Background: an optimization exercise with open tools, aiming at small area. Do not read the settings as production practice.
RTL that was checked went through simulation tests only; none was proved equivalent to the original.

==> flow/design.v (excerpt) <==
module matmul_top #(
  parameter int DATA_W = 32,
  parameter int ADDR_W = 12
) (
  input  logic              clk,
  input  logic              reset_n,
  input  logic              dut_valid,
  output logic              dut_ready,
  output logic [ADDR_W-1:0] input_read_address,
  input  logic [DATA_W-1:0] input_read_data,
  output logic [ADDR_W-1:0] weight_read_address,
  input  logic [DATA_W-1:0] weight_read_data,
  output logic              result_write_enable,
  output logic [ADDR_W-1:0] result_write_address,
  output logic [DATA_W-1:0] result_write_data
);
Size: ~1100 cells after synthesis, about 140 I/O pins, about 12000 um^2 of cells after synthesis.
make LEC_CHECK=0 CAP_MARGIN=20 CORE_MARGIN=2 CORE_UTILIZATION=65 CTS_BUF_LIST='sky130_fd_sc_hd__clkbuf_4 sky130_fd_sc_hd__clkbuf_8' SLEW_MARGIN=20 SYNTH_HIERARCHICAL=1 SYNTH_MINIMUM_KEEP_SIZE=0 finish   # period 10.0 ns
run.sh (not shown) runs the stock make flow with config.mk's settings and CLKGATE_MAP_FILE= SYNTH_SCRIPT=/design/flow/synth_recipe.tcl, a recipe that flattens the netlist after the stock synthesis.
The baseline completed and failed the layout checks on negative setup slack.
==> next run, changes <==
- CORE_UTILIZATION: 65 -> 40
- CTS_BUF_LIST: sky130_fd_sc_hd__clkbuf_4 sky130_fd_sc_hd__clkbuf_8 -> not set
Effect: The new run reached the layout checks and failed them: negative setup slack; cell area is higher by a few percent; worst hold slack is worse by 0.0031 ns; global-route usage falls by 12 points; clock skew came out lower by 0.0030 ns; synthesized cell count is unchanged; cell count increases by roughly a tenth; maximum frequency came out lower slightly.

* * *

Another version of the RTL of matmul_top (not shown whole).
For scale: about 11,000 sq um of cells after synthesis.
export LEC_CHECK = 0
export CAP_MARGIN = 20
export CORE_MARGIN = 2
export CORE_UTILIZATION = 80
export CTS_BUF_LIST = sky130_fd_sc_hd__clkbuf_4 sky130_fd_sc_hd__clkbuf_8
export GPL_TIMING_DRIVEN = 0
export SLEW_MARGIN = 20
export SYNTH_HIERARCHICAL = 1
export SYNTH_MINIMUM_KEEP_SIZE = 0
create_clock -name core_clock -period 10.0 [get_ports {clk}]
standard.sh (not shown) runs the stock make flow with config.mk's settings and CLKGATE_MAP_FILE= SYNTH_SCRIPT=/design/flow/synth_recipe.tcl, a recipe that flattens the netlist after the stock synthesis.
==> flow/flow/run.sh <==
#!/bin/bash
# The standard layout, with the port buffers made from the smallest buffer
# cell instead of the one buffer_ports picks by itself.
set -euo pipefail
export BUFFER_PORTS_ARGS="-buffer_cell sky130_fd_sc_hd__buf_1"
export REMOVE_ABC_BUFFERS=1
bash standard.sh > standard.log 2>&1
The baseline produced a clean layout.
Next try:
--- a/flow/flow/run.sh
+++ b/flow/flow/run.sh
@@ -6,2 +6,3 @@
 export REMOVE_ABC_BUFFERS=1
+export CTS_ARGS="-sink_clustering_enable -repair_clock_nets -buf_list sky130_fd_sc_hd__clkbuf_8 -sink_buffer_max_cap_derate 0.1"
 bash standard.sh > standard.log 2>&1
--- a/flow/config.mk
+++ b/flow/config.mk
@@ -9,3 +9,3 @@
 export CORE_MARGIN = 2
-export CORE_UTILIZATION = 80
+export CORE_UTILIZATION = 70
 export CTS_BUF_LIST = sky130_fd_sc_hd__clkbuf_4 sky130_fd_sc_hd__clkbuf_8
The new run finished with timing, DRC and antenna clean.
Register-to-register slack gets better by 0.17 ns.
Final area stays flat.
Global-route usage shrinks by 7.7 points.
Wire length shrinks by 8.9%.
Clock-buffer cell count shrinks by 4.
Clock skew grows by 0.0034 ns.
Hold slack gets worse by 0.0089 ns.
Final cell count grows by 2.2%.
Next try:
--- a/flow/flow/run.sh
+++ b/flow/flow/run.sh
@@ -6,3 +6,3 @@
 export REMOVE_ABC_BUFFERS=1
-export CTS_ARGS="-sink_clustering_enable -repair_clock_nets -buf_list sky130_fd_sc_hd__clkbuf_8 -sink_buffer_max_cap_derate 0.1"
+export CTS_ARGS="-sink_clustering_enable -repair_clock_nets -buf_list sky130_fd_sc_hd__clkbuf_8 -sink_clustering_size 40 -sink_clustering_max_diameter 120 -dont_use_dummy_load"
 bash standard.sh > standard.log 2>&1
After rerunning: The changed run went through all stages and came out clean; worst setup slack improves by 0.043 ns; maximum frequency came out higher slightly; via count is lower slightly; utilization decreases by 1.1 points; global-route usage goes down by 0.29 points; final area fell slightly; hold slack is about the same; sequential share of layout area increases by 0.38 points.
Next try:
==> flow/flow/run.sh (replaced) <==
#!/bin/bash
# The standard layout, with the port buffers made from the smallest buffer
# cell instead of the one buffer_ports picks by itself.
set -euo pipefail
export BUFFER_PORTS_ARGS="-buffer_cell sky130_fd_sc_hd__buf_1"
export REMOVE_ABC_BUFFERS=1
bash standard.sh > standard.log 2>&1
The new run produced a clean layout.
Hold slack hardly moves.
Synthesized area is unchanged.
Via count increases by 0.55%.
Synthesized cell count is unchanged.
Core utilization increases by 1.1 points.
Non-clock buffer count is unchanged.
Global-route usage increases by 0.29 points.
First-iteration DRC count increases by 8.9%.
No run of this note included a check of the RTL's function; only the layout flow was run.

* * *

Another version of the RTL of matmul_top (not shown whole).
Size in the first run: ~140 I/O pins, ~12,000 um2 of cells after synthesis.
// matmul_top
module matmul_top #(
  parameter int DATA_W = 32,
  parameter int ADDR_W = 12
) (
  input  logic              clk,
  input  logic              reset_n,
  input  logic              dut_valid,
  output logic              dut_ready,
  output logic [ADDR_W-1:0] input_read_address,
  input  logic [DATA_W-1:0] input_read_data,
  output logic [ADDR_W-1:0] weight_read_address,
  input  logic [DATA_W-1:0] weight_read_data,
  output logic              result_write_enable,
  output logic [ADDR_W-1:0] result_write_address,
  output logic [DATA_W-1:0] result_write_data
);
==> flow/config.mk <==
export PLATFORM = sky130hd
export DESIGN_NAME = matmul_top
export DESIGN_NICKNAME = matmul_top
export VERILOG_FILES = /design/flow/design.v
export SDC_FILE = /design/flow/constraint.sdc
export NUM_CORES = 4
export LEC_CHECK = 0
export CAP_MARGIN = 20
export CORE_MARGIN = 2
export CORE_UTILIZATION = 70
export CTS_BUF_LIST = sky130_fd_sc_hd__clkbuf_4 sky130_fd_sc_hd__clkbuf_8
export CTS_CLUSTER_DIAMETER = 80
export CTS_CLUSTER_SIZE = 40
export GPL_TIMING_DRIVEN = 0
export SLEW_MARGIN = 20
export SYNTH_HIERARCHICAL = 1
export SYNTH_MINIMUM_KEEP_SIZE = 0
==> flow/constraint.sdc <==
create_clock -name core_clock -period 10.0 [get_ports {clk}]
set_input_delay 2.0000 -clock core_clock [delete_from_list [all_inputs] [get_ports {clk}]]
set_output_delay 2.0000 -clock core_clock [all_outputs]
set_load 0.01 [all_outputs]
==> flow/flow/run.sh <==
#!/bin/bash
# The standard layout, with the port buffers made from the smallest buffer
# cell instead of the one buffer_ports picks by itself.
set -euo pipefail
export BUFFER_PORTS_ARGS="-buffer_cell sky130_fd_sc_hd__buf_1"
export REMOVE_ABC_BUFFERS=1
bash standard.sh > standard.log 2>&1
Change:
==> flow/run.sh (new file) <==
#!/bin/bash
# synth_recipe.tcl (not shown) runs the flow's synth.tcl, then flattens the netlist and writes it again
# the make line also repeats each setting of config.mk as NAME=value (left out here)
make -C /OpenROAD-flow-scripts/flow DESIGN_CONFIG=/design/flow/config.mk WORK_HOME=/design/flow/orfs CLKGATE_MAP_FILE= SYNTH_SCRIPT=/design/flow/synth_recipe.tcl finish
CORE_UTILIZATION = 40   (was 70)
CTS_BUF_LIST = unset   (was sky130_fd_sc_hd__clkbuf_4 sky130_fd_sc_hd__clkbuf_8)
CTS_CLUSTER_DIAMETER = unset   (was 80)
CTS_CLUSTER_SIZE = unset   (was 40)
GPL_TIMING_DRIVEN = unset   (was 0)
removed: flow/flow/run.sh
removed: flow/standard.sh
Effect: Cell count rose by 15%. Worst setup slack gets better by 110 ps. Flip-flop and latch count stays the same. Wire length came out higher by about 11%. Area after synthesis stays the same. Cell area rose by 12%. Fmax came out higher by about 1.2%. Non-clock buffer count rose by 40. Count of clock-buffer cells in the layout is unchanged. Register-to-register slack is better by 780 ps.
Change:
CORE_UTILIZATION = 65   (was 40)
CTS_BUF_LIST = sky130_fd_sc_hd__clkbuf_4 sky130_fd_sc_hd__clkbuf_8   (was unset)
Result:
- The new run completed with no timing, DRC or antenna violations
- non-clock buffer count decreases by 9
- wire length decreases by 3.7%
- die area decreases by 38%
- maximum frequency decreases by 0.89%

static timing again, ports no longer ideal:
In the flow no input, the clock included, has a driving cell. The finished layouts below were timed again as built, in two steps. Step 1 (the two cells are an assumption about what drives the block):
set clk [get_ports {clk}]
set_driving_cell -lib_cell sky130_fd_sc_hd__clkbuf_16 $clk
set_driving_cell -lib_cell sky130_fd_sc_hd__buf_2 [delete_from_list [all_inputs] $clk]
Step 2 times the ports against the registers' clock, not the clock port: input delays grow and output delays shrink by t, the midpoint of the rising clock arrivals with the driver on. Slacks: ideal ports / drivers / drivers and shift; pairs: ideal ports / drivers.
| run | shift t [ns] | setup slack, ns | slew at the worst register clock pin (ns) | cell pins on the clock port's net |
|---|---|---|---|---|
| the first run of note 1 | 0.486 | -5.102 / -5.091 / -5.577 | 0.09 / 0.09 | 1 |
| the second run of note 1 | 0.468 | -5.211 / -5.193 / -5.661 | 0.08 / 0.08 | 1 |
| the first run of note 2 | 0.486 | 0.279 / 0.294 / -0.193 | 0.08 / 0.08 | 1 |
| the second run of note 2 | 0.481 | 0.221 / 0.234 / -0.247 | 0.09 / 0.09 | 1 |
| the third run of note 2 | 0.467 | 0.265 / 0.279 / -0.188 | 0.08 / 0.08 | 1 |
| the fourth run of note 2 | 0.481 | 0.221 / 0.234 / -0.247 | 0.09 / 0.09 | 1 |
| the first run of note 3 | 0.488 | 0.300 / 0.317 / -0.172 | 0.09 / 0.09 | 1 |
| the second run of note 3 | 0.473 | 0.413 / 0.444 / -0.029 | 0.07 / 0.07 | 1 |
| the third run of note 3 | 0.489 | 0.327 / 0.345 / -0.145 | 0.09 / 0.09 | 1 |
Met with ideal ports but missed after step 2: setup timing in 7 of these runs. The setup slack of the first run of note 1, which loses most, moves by +0.011 ns with the drivers and by -0.475 ns with both steps.
